From an optimization exercise on the open Yosys and OpenROAD flow, aimed at small area and a short achievable clock period; shortcuts taken in it are not production practice.
Power and IR drop assume default switching activity.

==> inputs of cedar <==
==> flow/design.v <==
`default_nettype none
`default_nettype wire
`default_nettype none
package tg_proto_pkg;
	typedef logic [8-1:0] byte_t;
	localparam byte_t WRITE_START = 8'hFF;
	localparam byte_t READ_START = 8'hFE;
	localparam byte_t DONE_BYTE = 8'h1E;
	typedef enum logic [2:0] {
		ST_IDLE,
		ST_ADDR,
		ST_LEN,
		ST_WR_DATA,
		ST_WR_CMD,
		ST_RD_CMD,
		ST_RD_WAIT
	} parser_state_t;
endpackage
`default_nettype wire
`default_nettype none
package tg_mcb_pkg;
	typedef enum logic [2:0] {
		MCB_WRITE = 3'd0,
		MCB_READ = 3'd1,
		MCB_WRITE_AP = 3'd2,
		MCB_READ_AP = 3'd3
	} mcb_instr_t;
	typedef logic [30-1:0] mcb_addr_t;
	typedef logic [32-1:0] mcb_word_t;
	typedef logic [6-1:0] mcb_bl_t;
endpackage
`default_nettype wire
`timescale 1ns/1ps
`default_nettype none
module traffic_generator (
	input logic clk,
	input logic reset,
	input logic rx_done_tick,
	input tg_proto_pkg::byte_t rx_data_out,
	output logic tx_start_transmission,
	output tg_proto_pkg::byte_t tx_data_in,
	input logic tx_busy,
	output logic cmd_en,
	output tg_mcb_pkg::mcb_instr_t cmd_instr,
	output tg_mcb_pkg::mcb_bl_t cmd_bl,
	output tg_mcb_pkg::mcb_addr_t cmd_byte_addr,
	input logic cmd_full,
	output logic wr_en,
	output tg_mcb_pkg::mcb_word_t wr_data,
	input logic wr_full,
	output logic rd_en,
	input tg_mcb_pkg::mcb_word_t rd_data,
	input logic rd_empty
);
	logic s_idle, s_addr, s_len, s_wdat, s_wcmd, s_rcmd, s_rwait;
	logic [1:0] addr_cnt;
	logic [5:0] cnt;
	logic cmd_rd;
	logic cmd_nok;       
	logic [7:0] whead;
	logic [7:0] wmem [63];
	logic [7:0] w_lo;
	logic [8:0] w_hi;
	logic wnvis;         
	logic rd_nok;        
	logic last_q;
	logic read_done;
	logic [7:0] rmem [128];
	logic [7:0] r_lo;
	logic [16:0] r_hi;
	logic reply_push;    
	logic [7:0] reply_byte;
	logic tick;
	logic is_start;
	logic w_push, w_pop, w_head;
	logic wr_go, rd_go;
	logic r_push, r_pop;
	logic wq0, wq1;
	logic s_wcmd_n, s_rcmd_n;
	assign tick = rx_done_tick;
	assign is_start = (rx_data_out[7:1] == 7'h7F);
	tg_nor2 u_cmd_en (.a(cmd_nok), .b(cmd_full), .y(cmd_en));
	tg_nor2 u_wr_en (.a(wnvis), .b(wr_full), .y(wr_en));
	tg_nor2 u_rd_en (.a(rd_nok), .b(rd_empty), .y(rd_en));
	logic cmd_go, rd_pop;
	assign cmd_go = !cmd_nok && !cmd_full;
	assign rd_pop = !rd_nok && !rd_empty;
	assign cmd_instr = cmd_rd ? tg_mcb_pkg::MCB_READ_AP : tg_mcb_pkg::MCB_WRITE_AP;
	assign wr_data = {24'd0, whead};
	assign wr_go = cmd_go && s_wcmd;
	assign rd_go = cmd_go && s_rcmd;
	always_ff @(posedge clk) begin
		if (reset) begin
			s_idle <= 1'b1;
			s_addr <= 1'b0;
			s_len <= 1'b0;
			s_wdat <= 1'b0;
			s_wcmd <= 1'b0;
			s_rcmd <= 1'b0;
			s_rwait <= 1'b0;
		end else begin
			if (s_idle && tick && is_start) begin
				s_idle <= 1'b0;
				s_addr <= 1'b1;
			end
			if (s_addr && tick && addr_cnt == 2'd3) begin
				s_addr <= 1'b0;
				s_len <= 1'b1;
			end
			if (s_len && tick) begin
				s_len <= 1'b0;
				s_wdat <= !cmd_rd;
				s_rcmd <= cmd_rd;
			end
			if (s_wdat && tick && cnt == 6'd1) begin
				s_wdat <= 1'b0;
				s_wcmd <= 1'b1;
			end
			if (wr_go) begin
				s_wcmd <= 1'b0;
				s_idle <= 1'b1;
			end
			if (rd_go) begin
				s_rcmd <= 1'b0;
				s_rwait <= 1'b1;
			end
			if (s_rwait && read_done) begin
				s_rwait <= 1'b0;
				s_idle <= 1'b1;
			end
		end
	end
	always_ff @(posedge clk) begin
		if (s_idle) begin
			addr_cnt <= 2'd0;
		end else if (s_addr && tick) begin
			addr_cnt <= addr_cnt + 2'd1;
		end
	end
	always_ff @(posedge clk) begin
		if (s_idle && tick) begin
			cmd_rd <= !rx_data_out[0];
		end
		if (s_addr && tick) begin
			cmd_byte_addr <= {cmd_byte_addr[21:0], rx_data_out};
		end
		if (s_len && tick) begin
			cmd_bl <= rx_data_out[5:0];
		end
	end
	always_ff @(posedge clk) begin
		if (s_len && tick) begin
			cnt <= rx_data_out[5:0];
		end else if ((s_wdat && tick) || rd_pop) begin
			cnt <= cnt - 6'd1;
		end
	end
	assign s_wcmd_n = (s_wdat && tick && cnt == 6'd1) || (s_wcmd && !wr_go);
	assign s_rcmd_n = (s_len && tick && cmd_rd) || (s_rcmd && !rd_go);
	always_ff @(posedge clk) begin
		if (reset) begin
			cmd_nok <= 1'b1;
		end else begin
			cmd_nok <= !(s_rcmd_n || (s_wcmd_n && !w_push && (wq0 || (wq1 && w_pop))));
		end
	end
	assign w_push = s_wdat && tick;
	assign w_pop = !wnvis && !wr_full;
	assign wq0 = w_lo[0] && w_hi[0];
	assign wq1 = w_lo[1] && w_hi[0];
	assign w_head = wq0 || (wq1 && w_pop);
	always_ff @(posedge clk) begin
		if (reset) begin
			w_lo <= 8'd1;
			w_hi <= 9'd1;
			wnvis <= 1'b1;
		end else begin
			if (w_push && !w_pop) begin
				w_lo <= {w_lo[6:0], w_lo[7]};
				if (w_lo[7]) begin
					w_hi <= {w_hi[7:0], 1'b0};
				end
			end else if (w_pop && !w_push) begin
				w_lo <= {w_lo[0], w_lo[7:1]};
				if (w_lo[0]) begin
					w_hi <= {1'b0, w_hi[8:1]};
				end
			end
			wnvis <= w_pop ? wq1 : wq0;
		end
	end
	always_ff @(posedge clk) begin
		if (w_push) begin
			wmem[0] <= rx_data_out;
			for (int i = 1; i < 63; i++) begin
				wmem[i] <= wmem[i - 1];
			end
		end
	end
	logic [62:0] w_sel;
	logic [7:0] w_rd;
	for (genvar e = 0; e < 63; e++) begin : g_wsel
		assign w_sel[e] = w_lo[(e + 2) % 8] && w_hi[(e + 2) / 8];
	end
	for (genvar b = 0; b < 8; b++) begin : g_wrd
		logic [20:0] n;
		for (genvar k = 0; k < 21; k++) begin : g_aoi
			tg_aoi222 u (.a1(w_sel[3 * k]), .a2(wmem[3 * k][b]), .b1(w_sel[3 * k + 1]), .b2(wmem[3 * k + 1][b]),
				.c1(w_sel[3 * k + 2]), .c2(wmem[3 * k + 2][b]), .y(n[k]));
		end
		logic [6:0] p;
		logic [3:0] q;
		for (genvar k = 0; k < 7; k++) begin : g_p
			tg_nand3 u (.a(n[3 * k]), .b(n[3 * k + 1]), .c(n[3 * k + 2]), .y(p[k]));
		end
		for (genvar k = 0; k < 3; k++) begin : g_q
			tg_nor2 u (.a(p[2 * k]), .b(p[2 * k + 1]), .y(q[k]));
		end
		assign q[3] = !p[6];
		tg_nand4 u_y (.a(q[0]), .b(q[1]), .c(q[2]), .d(q[3]), .y(w_rd[b]));
	end
	always_ff @(posedge clk) begin
		if (w_head) begin
			whead <= rx_data_out;
		end else if (w_pop) begin
			whead <= w_rd;
		end
	end
	always_ff @(posedge clk) begin
		if (reset) begin
			rd_nok <= 1'b1;
			last_q <= 1'b0;
			read_done <= 1'b0;
		end else begin
			rd_nok <= !(!rd_pop && (cnt != 6'd0) && (s_rwait || rd_go));
			last_q <= rd_pop && (cnt == 6'd1);
			read_done <= last_q;
		end
	end
	always_ff @(posedge clk) begin
		if (reset) begin
			reply_push <= 1'b0;
		end else begin
			reply_push <= rd_pop || last_q || wr_go;
		end
	end
	always_ff @(posedge clk) begin
		reply_byte <= rd_nok ? tg_proto_pkg::DONE_BYTE : rd_data[7:0];
	end
	assign r_push = reply_push && !r_hi[16];
	assign r_pop = !(r_lo[0] && r_hi[0]) && !tx_busy && !tx_start_transmission;
	always_ff @(posedge clk) begin
		if (reset) begin
			r_lo <= 8'd1;
			r_hi <= 17'd1;
			tx_start_transmission <= 1'b0;
		end else begin
			if (r_push && !r_pop) begin
				r_lo <= {r_lo[6:0], r_lo[7]};
				if (r_lo[7]) begin
					r_hi <= {r_hi[15:0], 1'b0};
				end
			end else if (r_pop && !r_push) begin
				r_lo <= {r_lo[0], r_lo[7:1]};
				if (r_lo[0]) begin
					r_hi <= {1'b0, r_hi[16:1]};
				end
			end
			tx_start_transmission <= r_pop;
		end
	end
	always_ff @(posedge clk) begin
		if (r_push) begin
			rmem[0] <= reply_byte;
			for (int i = 1; i < 128; i++) begin
				rmem[i] <= rmem[i - 1];
			end
		end
	end
	logic [127:0] r_sel;
	logic [7:0] r_rd;
	for (genvar e = 0; e < 128; e++) begin : g_rsel
		assign r_sel[e] = r_lo[(e + 1) % 8] && r_hi[(e + 1) / 8];
	end
	for (genvar b = 0; b < 8; b++) begin : g_rrd
		logic [42:0] n;
		for (genvar k = 0; k < 42; k++) begin : g_aoi
			tg_aoi222 u (.a1(r_sel[3 * k]), .a2(rmem[3 * k][b]), .b1(r_sel[3 * k + 1]), .b2(rmem[3 * k + 1][b]),
				.c1(r_sel[3 * k + 2]), .c2(rmem[3 * k + 2][b]), .y(n[k]));
		end
		tg_nand2 u_last0 (.a(r_sel[126]), .b(rmem[126][b]), .y(n[42]));
		logic n127;
		tg_nand2 u_last1 (.a(r_sel[127]), .b(rmem[127][b]), .y(n127));
		logic [14:0] p;
		logic [7:0] q;
		logic [1:0] c;
		for (genvar k = 0; k < 14; k++) begin : g_p
			tg_nand3 u (.a(n[3 * k]), .b(n[3 * k + 1]), .c(n[3 * k + 2]), .y(p[k]));
		end
		tg_nand2 u_p14 (.a(n[42]), .b(n127), .y(p[14]));
		for (genvar k = 0; k < 7; k++) begin : g_q
			tg_nor2 u (.a(p[2 * k]), .b(p[2 * k + 1]), .y(q[k]));
		end
		assign q[7] = !p[14];
		tg_nand4 u_c0 (.a(q[0]), .b(q[1]), .c(q[2]), .d(q[3]), .y(c[0]));
		tg_nand4 u_c1 (.a(q[4]), .b(q[5]), .c(q[6]), .d(q[7]), .y(c[1]));
		assign r_rd[b] = c[0] || c[1];
	end
	always_ff @(posedge clk) begin
		tx_data_in <= r_rd;
	end
endmodule
module tg_aoi222 (
	input logic a1, a2, b1, b2, c1, c2,
	output logic y
);
	assign y = !((a1 && a2) || (b1 && b2) || (c1 && c2));
endmodule
module tg_nand3 (
	input logic a, b, c,
	output logic y
);
	assign y = !(a && b && c);
endmodule
module tg_nor2 (
	input logic a, b,
	output logic y
);
	assign y = !(a || b);
endmodule
module tg_nand4 (
	input logic a, b, c, d,
	output logic y
);
	assign y = !(a && b && c && d);
endmodule
module tg_nand2 (
	input logic a, b,
	output logic y
);
	assign y = !(a && b);
endmodule
`default_nettype wire
==> flow/flow/run.sh <==
#!/bin/bash
set -o pipefail
CTS="-sink_clustering_enable -repair_clock_nets -sink_clustering_size 25 -sink_clustering_max_diameter 80 -buf_list sky130_fd_sc_hd__clkbuf_16 -dont_use_dummy_load"
bash standard.sh "BUFFER_PORTS_ARGS=-buffer_cell sky130_fd_sc_hd__buf_1" "CTS_ARGS=$CTS" finish > standard_flow.log 2>&1
==> flow/standard.sh <==
#!/bin/bash
# synth_recipe.tcl (not shown) runs the flow's synth.tcl, then flattens the netlist and writes it again
# the make line also repeats each setting of config.mk as NAME=value (left out here)
make -C /OpenROAD-flow-scripts/flow DESIGN_CONFIG=/design/flow/config.mk WORK_HOME=/design/flow/orfs CLKGATE_MAP_FILE= SYNTH_SCRIPT=/design/flow/synth_recipe.tcl "${@:-finish}"
==> flow/config.mk <==
export PLATFORM = sky130hd
export DESIGN_NAME = traffic_generator
export DESIGN_NICKNAME = traffic_generator
export VERILOG_FILES = /design/flow/design.v
export SDC_FILE = /design/flow/constraint.sdc
export NUM_CORES = 4
export LEC_CHECK = 0
export CAP_MARGIN = 20
export CORE_MARGIN = 2
export CORE_UTILIZATION = 50
export CTS_BUF_LIST = sky130_fd_sc_hd__clkbuf_16
export CTS_CLUSTER_DIAMETER = 80
export CTS_CLUSTER_SIZE = 25
export SETUP_SLACK_MARGIN = 4.1
export SLEW_MARGIN = 20
export SYNTH_HIERARCHICAL = 1
==> flow/constraint.sdc <==
create_clock -name core_clock -period 7.0 [get_ports {clk}]
set_input_delay 1.4000 -clock core_clock [delete_from_list [all_inputs] [get_ports {clk}]]
set_output_delay 1.4000 -clock core_clock [all_outputs]
set_load 0.01 [all_outputs]
==> raven (differences from cedar) <==
--- a/flow/design.v
+++ b/flow/design.v
@@ -57,16 +57,14 @@
 	logic [5:0] cnt;
 	logic cmd_rd;
-	logic cmd_nok;       
+	logic cmd_ok;
 	logic [7:0] whead;
 	logic [7:0] wmem [63];
-	logic [7:0] w_lo;
-	logic [8:0] w_hi;
-	logic wnvis;         
-	logic rd_nok;        
+	logic [6:0] wqc;     
+	logic wvis;          
+	logic rd_ok;         
 	logic last_q;
 	logic read_done;
 	logic [7:0] rmem [128];
-	logic [7:0] r_lo;
-	logic [16:0] r_hi;
+	logic [7:0] rcnt;    
 	logic reply_push;    
 	logic [7:0] reply_byte;
@@ -80,10 +78,10 @@
 	assign tick = rx_done_tick;
 	assign is_start = (rx_data_out[7:1] == 7'h7F);
-	tg_nor2 u_cmd_en (.a(cmd_nok), .b(cmd_full), .y(cmd_en));
-	tg_nor2 u_wr_en (.a(wnvis), .b(wr_full), .y(wr_en));
-	tg_nor2 u_rd_en (.a(rd_nok), .b(rd_empty), .y(rd_en));
+	tg_and2b u_cmd_en (.a(cmd_ok), .b_n(cmd_full), .y(cmd_en));
+	tg_and2b u_wr_en (.a(wvis), .b_n(wr_full), .y(wr_en));
+	tg_and2b u_rd_en (.a(rd_ok), .b_n(rd_empty), .y(rd_en));
 	logic cmd_go, rd_pop;
-	assign cmd_go = !cmd_nok && !cmd_full;
-	assign rd_pop = !rd_nok && !rd_empty;
+	assign cmd_go = cmd_ok && !cmd_full;
+	assign rd_pop = rd_ok && !rd_empty;
 	assign cmd_instr = cmd_rd ? tg_mcb_pkg::MCB_READ_AP : tg_mcb_pkg::MCB_WRITE_AP;
 	assign wr_data = {24'd0, whead};
@@ -160,32 +158,21 @@
 	always_ff @(posedge clk) begin
 		if (reset) begin
-			cmd_nok <= 1'b1;
+			cmd_ok <= 1'b0;
 		end else begin
-			cmd_nok <= !(s_rcmd_n || (s_wcmd_n && !w_push && (wq0 || (wq1 && w_pop))));
+			cmd_ok <= s_rcmd_n || (s_wcmd_n && !w_push && (wq0 || (wq1 && w_pop)));
 		end
 	end
 	assign w_push = s_wdat && tick;
-	assign w_pop = !wnvis && !wr_full;
-	assign wq0 = w_lo[0] && w_hi[0];
-	assign wq1 = w_lo[1] && w_hi[0];
+	assign w_pop = wvis && !wr_full;
+	assign wq0 = (wqc == 7'd0);
+	assign wq1 = (wqc == 7'd1);
 	assign w_head = wq0 || (wq1 && w_pop);
 	always_ff @(posedge clk) begin
 		if (reset) begin
-			w_lo <= 8'd1;
-			w_hi <= 9'd1;
-			wnvis <= 1'b1;
+			wqc <= 7'd0;
+			wvis <= 1'b0;
 		end else begin
-			if (w_push && !w_pop) begin
-				w_lo <= {w_lo[6:0], w_lo[7]};
-				if (w_lo[7]) begin
-					w_hi <= {w_hi[7:0], 1'b0};
-				end
-			end else if (w_pop && !w_push) begin
-				w_lo <= {w_lo[0], w_lo[7:1]};
-				if (w_lo[0]) begin
-					w_hi <= {1'b0, w_hi[8:1]};
-				end
-			end
-			wnvis <= w_pop ? wq1 : wq0;
+			wqc <= wqc + {6'd0, w_push} - {6'd0, w_pop};
+			wvis <= w_pop ? !wq1 : !wq0;
 		end
 	end
@@ -198,6 +185,10 @@
 		end
 	end
+	logic [7:0] w_lo;
+	logic [8:0] w_hi;
 	logic [62:0] w_sel;
 	logic [7:0] w_rd;
+	assign w_lo = 8'd1 << wqc[2:0];
+	assign w_hi = 9'd1 << wqc[6:3];
 	for (genvar e = 0; e < 63; e++) begin : g_wsel
 		assign w_sel[e] = w_lo[(e + 2) % 8] && w_hi[(e + 2) / 8];
@@ -229,9 +220,9 @@
 	always_ff @(posedge clk) begin
 		if (reset) begin
-			rd_nok <= 1'b1;
+			rd_ok <= 1'b0;
 			last_q <= 1'b0;
 			read_done <= 1'b0;
 		end else begin
-			rd_nok <= !(!rd_pop && (cnt != 6'd0) && (s_rwait || rd_go));
+			rd_ok <= !rd_pop && (cnt != 6'd0) && (s_rwait || rd_go);
 			last_q <= rd_pop && (cnt == 6'd1);
 			read_done <= last_q;
@@ -246,25 +237,14 @@
 	end
 	always_ff @(posedge clk) begin
-		reply_byte <= rd_nok ? tg_proto_pkg::DONE_BYTE : rd_data[7:0];
+		reply_byte <= rd_ok ? rd_data[7:0] : tg_proto_pkg::DONE_BYTE;
 	end
-	assign r_push = reply_push && !r_hi[16];
-	assign r_pop = !(r_lo[0] && r_hi[0]) && !tx_busy && !tx_start_transmission;
+	assign r_push = reply_push && !rcnt[7];
+	assign r_pop = (rcnt != 8'd0) && !tx_busy && !tx_start_transmission;
 	always_ff @(posedge clk) begin
 		if (reset) begin
-			r_lo <= 8'd1;
-			r_hi <= 17'd1;
+			rcnt <= 8'd0;
 			tx_start_transmission <= 1'b0;
 		end else begin
-			if (r_push && !r_pop) begin
-				r_lo <= {r_lo[6:0], r_lo[7]};
-				if (r_lo[7]) begin
-					r_hi <= {r_hi[15:0], 1'b0};
-				end
-			end else if (r_pop && !r_push) begin
-				r_lo <= {r_lo[0], r_lo[7:1]};
-				if (r_lo[0]) begin
-					r_hi <= {1'b0, r_hi[16:1]};
-				end
-			end
+			rcnt <= rcnt + {7'd0, r_push} - {7'd0, r_pop};
 			tx_start_transmission <= r_pop;
 		end
@@ -278,6 +258,10 @@
 		end
 	end
+	logic [7:0] r_lo;
+	logic [16:0] r_hi;
 	logic [127:0] r_sel;
 	logic [7:0] r_rd;
+	assign r_lo = 8'd1 << rcnt[2:0];
+	assign r_hi = 17'd1 << rcnt[7:3];
 	for (genvar e = 0; e < 128; e++) begin : g_rsel
 		assign r_sel[e] = r_lo[(e + 1) % 8] && r_hi[(e + 1) / 8];
@@ -317,4 +301,10 @@
 	assign y = !((a1 && a2) || (b1 && b2) || (c1 && c2));
 endmodule
+module tg_and2b (
+	input logic a, b_n,
+	output logic y
+);
+	assign y = a && !b_n;
+endmodule
 module tg_nand3 (
 	input logic a, b, c,
==> flow/flow/run.sh (replaced) <==
#!/bin/bash
set -o pipefail
CTS="-sink_clustering_enable -repair_clock_nets -sink_clustering_size 14 -sink_clustering_max_diameter 50 -buf_list sky130_fd_sc_hd__clkbuf_8 -dont_use_dummy_load"
bash standard.sh "BUFFER_PORTS_ARGS=-buffer_cell sky130_fd_sc_hd__buf_1" "CTS_ARGS=$CTS" finish > standard_flow.log 2>&1
SETUP_SLACK_MARGIN = 3.8   (was 4.1)
==> impl_metrics.yaml <==
synth:
  ys_top_cells_by_area: "edfxtp_1, a222oi_1, dfxtp_1"
  yosys_top_cell_area_share: 0.8047
  synth_cells: 3016
floorplan:
  dieWidth_microns: 347.3
  taps: 1524
status:
  run_status: "complete, no violations"
cts:
  clock-root-buffer: "clkbuf_16"
setup_path:
  worstSetupStartpoint: "rd_empty"
  regToRegEndpoint: "tx_data_in[6]"
  slowest_delay_ns: 0.11
  worstPathArrival_ns: 1.70
sta:
  tightest_hold_margin_ns: 0.4097
hold_path:
  timing.hold.worst.start: "reply_byte[6]"
pwr:
  power_frac_seq: 0.686
  power_density_nw_per_um2: 245.3
route:
  wl_per_cell_microns: 26.81
grt:
  maximum_number_of_pins_on_one_net_before_global_route_repair: 213
[end of results for cedar]
==> impl_metrics.yaml <==
status:
  run_status: "complete, no violations"
synth:
  yosys_top_cell_area_share: 0.8199
  synth_cells: 2979
  ys_top_cells_by_area: "edfxtp_1, a222oi_1, nor2_1"
cts:
  clock-root-buffer: "clkbuf_8"
pwr:
  power.switching_w: 0.004482
  power_density_nw_per_um2: 284.4
  power_frac_seq: 0.604
floorplan:
  dieWidth_microns: 344.1
  taps: 1512
sta:
  tightest_hold_margin_ns: 0.3962
setup_path:
  regToRegEndpoint: "whead[7]"
  worstSetupStartpoint: "wr_full"
hold_path:
  timing.hold.worst.start: "rmem[119][2]"
layout:
  bufAreaShareNonClock: 0.009541
route:
  wl_per_cell_microns: 25.75
[end of results for raven]
Function was not checked in any run of this note: the RTL went through the layout flow alone.

==> re-timing with driven ports <==
In the flow no input, the clock included, has a driving cell. The finished layouts below were timed again as built, in two steps.
Step 1 assumes that a clkbuf_16 drives the clock port and a buf_2 every other input.
Step 2 adds t to the input delays and takes it off the output delays; t is the mean of the earliest and latest rising clock arrival at the registers after step 1. Input paths then give back, and output paths get back, about the clock's delay inside the block.
Slacks: ideal / step 1 / step 2; pairs: ideal / step 1.
run	shift t [ns]	setup slack, ns	worst slew at a driven data input, ns	pins driven straight from the clock port
cedar	0.699	3.902 / 3.860 / 3.491	0.05	1
raven	0.861	3.829 / 3.795 / 3.329	0.09	1
After both steps every run listed still meets setup and hold. The setup slack of raven, which loses most, moves by -0.034 ns with the drivers and by -0.500 ns with both steps.
